Context: an optimization exercise on an open-source flow, tuned for small area and a short achievable clock period. The choices shown serve that exercise and are no tape-out recipe. Function was checked by simulation only, so behaviour that the tests miss may differ from the original. Power and IR drop assume default switching activity.

the baseline:
Design conv_layer_top, start of the top module:
module conv_layer_top (
        input  logic clk,
        input  logic rst,
        input  logic weight_we,
        input  logic [1:0] weight_channel,
        input  logic [4:0] weight_tap,
        input  logic [7:0] weight_data,
        input  logic valid_in,
        input  logic [287:0] in_samples,
        output logic valid_out,
        output logic [11:0] conv_out
);
        logic [24:0] tap;
        logic [23:0] b_one, b_two, b_nz, b_neg, b_sx;
        logic [207:0] sums;
        logic sums_valid;
        logic bus_en;
        logic bus_first;
        logic bus_last;
        logic [287:0] bus_samples;
        weight_bank weight_bank0 (
                .clk            (clk),
                .rst            (rst),
                .weight_we      (weight_we),
                .weight_channel (weight_channel),
                .weight_tap     (weight_tap),
                .weight_data    (weight_data),
                .tap            (tap),
                .valid_in       (valid_in),
                .b_one          (b_one),
                .b_two          (b_two),
                .b_nz           (b_nz),
                .b_neg          (b_neg),
                .b_sx           (b_sx)
        );
        tap_sequencer tap_sequencer0 (
                .clk         (clk),
                .rst         (rst),
                .valid_in    (valid_in),
                .in_samples  (in_samples),
                .tap         (tap),
                .bus_en      (bus_en),
                .bus_first   (bus_first),
                .bus_last    (bus_last),
                .bus_samples (bus_samples)
        );
        mac_array mac_array0 (
                .clk         (clk),
                .rst         (rst),
                .bus_en      (bus_en),
                .bus_first   (bus_first),
                .bus_last    (bus_last),
                .bus_samples (bus_samples),
                .b_one       (b_one),
  ...
Size: about 9900 cells after synthesis, roughly 320 I/O pins.
clock: 8.0 ns
lec_check: 0
abc_clock_period_in_ps: 3400
cap_margin: 40
core_margin: 2
core_utilization: 40
cts_buf_list: sky130_fd_sc_hd__clkbuf_16
cts_cluster_diameter: 100
cts_cluster_size: 20
setup_slack_margin: 4.6
slew_margin: 40
standard.sh (not shown) runs the stock make flow with config.mk's settings and CLKGATE_MAP_FILE= SYNTH_SCRIPT=/design/flow/synth_recipe.tcl, a recipe that flattens the netlist after the stock synthesis.
==> flow/flow/run.sh <==
#!/bin/bash
# The standard layout, with one step added after the standard synthesis:
# flow/polarity.py removes inverters between full adders by flipping full
# adders to their dual (a full adder is self-dual), and the layout then runs
# on that netlist. Registers and all other cells are left as synthesis made them.
# The ports are buffered as in the standard flow, with the smallest buffer.
set -euo pipefail
bash standard.sh synth > synth.log 2>&1
R=orfs/results/${FLOW_PLATFORM}/conv_layer_top/base
cp $R/1_2_yosys.v $R/1_2_yosys_std.v
python3 flow/polarity.py $R/1_2_yosys_std.v $R/1_2_yosys.v > polarity.log 2>&1
rm -f $R/1_synth.odb
bash standard.sh "BUFFER_PORTS_ARGS=-buffer_cell sky130_fd_sc_hd__buf_1" finish > layout.log 2>&1
Other scripts of this flow, unchanged in this note and not shown: flow/flow/polarity.py
> inputs changed (the baseline -> the candidate)
Settings: CORE_UTILIZATION changed from 40 to 50.
Results
- Between the baseline and the candidate, number of diodes is lower for the candidate, the baseline comes in above that.
- STATUS timing-limited maximum frequency: the candidate loses against the baseline
- Looking only at utilization, and setting everything else aside, the higher value of the baseline and the candidate goes to the candidate.
- Relative to the baseline, minimum hold slack has decreased by 0.044 ns in the candidate.
- Met3 layer usage reported by global route, the baseline and the candidate: larger value in the candidate

---

Starting RTL as in the previous note.
==> flow/config.mk <==
export PLATFORM = sky130hd
export DESIGN_NAME = conv_layer_top
export DESIGN_NICKNAME = conv_layer_top
export VERILOG_FILES = /design/flow/design.v
export SDC_FILE = /design/flow/constraint.sdc
export NUM_CORES = 4
export LEC_CHECK = 0
export ABC_AREA = 1
export ABC_CLOCK_PERIOD_IN_PS = 3400
export CAP_MARGIN = 40
export CORE_MARGIN = 2
export CORE_UTILIZATION = 40
export CTS_BUF_LIST = sky130_fd_sc_hd__clkbuf_16
export CTS_CLUSTER_DIAMETER = 100
export CTS_CLUSTER_SIZE = 20
export SETUP_SLACK_MARGIN = 4.6
export SLEW_MARGIN = 40
==> flow/constraint.sdc <==
create_clock -name core_clock -period 8.0 [get_ports {clk}]
set_input_delay 1.6000 -clock core_clock [delete_from_list [all_inputs] [get_ports {clk}]]
set_output_delay 1.6000 -clock core_clock [all_outputs]
set_load 0.01 [all_outputs]
Scripts as last shown in full above: flow/flow/run.sh
Other scripts of this flow, unchanged in this note and not shown: flow/flow/polarity.py
Edit:
Settings changed: ABC_AREA 1 to not set, CTS_BUF_LIST sky130_fd_sc_hd__clkbuf_16 to sky130_fd_sc_hd__clkbuf_8, CTS_CLUSTER_DIAMETER 100 to not set, CTS_CLUSTER_SIZE 20 to not set.
Global-route usage decreases by 1.9 points.
Via count decreases by 0.37%.
Cell area increases by 0.38%.
Hold slack gains 0.029 ns.
First-iteration DRC count increases by 3.0%.
Edit:
Settings changed: ABC_CLOCK_PERIOD_IN_PS 3400 to 4500, CTS_BUF_LIST sky130_fd_sc_hd__clkbuf_8 to sky130_fd_sc_hd__clkbuf_16, CTS_CLUSTER_DIAMETER set to 100, CTS_CLUSTER_SIZE set to 20.
Critical path depth goes down by 1; via count is lower by about 2.5%; clock power decreases by about 30%; die area does not change; wire length shrinks by about 2.2%; maximum frequency stays flat; design area went down by 2.6%; worst setup slack is about the same; final cell count decreases by about 2.8%; power decreases by 5.3%; global-route usage stays flat.
Edit:
--- a/flow/flow/run.sh
+++ b/flow/flow/run.sh
@@ -6 +5,0 @@
-# The ports are buffered as in the standard flow, with the smallest buffer.
@@ -13 +12 @@
-bash standard.sh "BUFFER_PORTS_ARGS=-buffer_cell sky130_fd_sc_hd__buf_1" finish > layout.log 2>&1
+bash standard.sh > layout.log 2>&1
Settings changed: ABC_CLOCK_PERIOD_IN_PS 4500 to 3400, CTS_BUF_LIST sky130_fd_sc_hd__clkbuf_16 to sky130_fd_sc_hd__clkbuf_8, CTS_CLUSTER_DIAMETER 100 to not set, CTS_CLUSTER_SIZE 20 to not set.
=>
- sequential power is about the same
- final area increases by a few percent
- routed wire length grows slightly
- cell count grows by a few percent
- critical path depth is unchanged
- core utilization went up by 1.8 points

[separate check: timing with driven ports]
In the flow no input, the clock included, has a driving cell. The finished layouts below were timed again as built, in two steps. Step 1 sets driving cells, clkbuf_16 on the clock port and buf_2 on the other inputs (assumed; they add their load-dependent delay and slew). Step 2 moves the port delays by t, midway between the first and last clock arrival at a register: inputs arrive t later, outputs are due t later. That takes back most of the time a late clock gives input paths. Slacks: no drivers / after step 1 / after step 2; pairs: no drivers / after step 1.
run | shift t [ns] | setup slack, ns | worst hold slack (ns) | clock arrival spread, ns | worst register clock-pin slew, ns
the baseline | 0.906 | 4.566 / 4.566 / 3.890 | 0.376 / 0.376 / 0.376 | 0.091 / 0.091 | 0.10 / 0.10
the candidate | 0.889 | 4.526 / 4.526 / 4.526 | 0.332 / 0.332 / 0.332 | 0.059 / 0.060 | 0.10 / 0.10
the first run of note 2 | 0.895 | 4.542 / 4.542 / 4.114 | 0.349 / 0.349 / 0.349 | 0.056 / 0.056 | 0.10 / 0.10
the second run of note 2 | 1.065 | 4.564 / 4.564 / 3.955 | 0.378 / 0.378 / 0.378 | 0.099 / 0.100 | 0.08 / 0.08
the third run of note 2 | 0.906 | 4.566 / 4.566 / 3.890 | 0.376 / 0.376 / 0.376 | 0.091 / 0.091 | 0.10 / 0.10
the fourth run of note 2 | 1.058 | 4.536 / 4.536 / 4.536 | 0.387 / 0.387 / 0.387 | 0.109 / 0.109 | 0.08 / 0.08
After both steps every run listed still meets setup and hold.
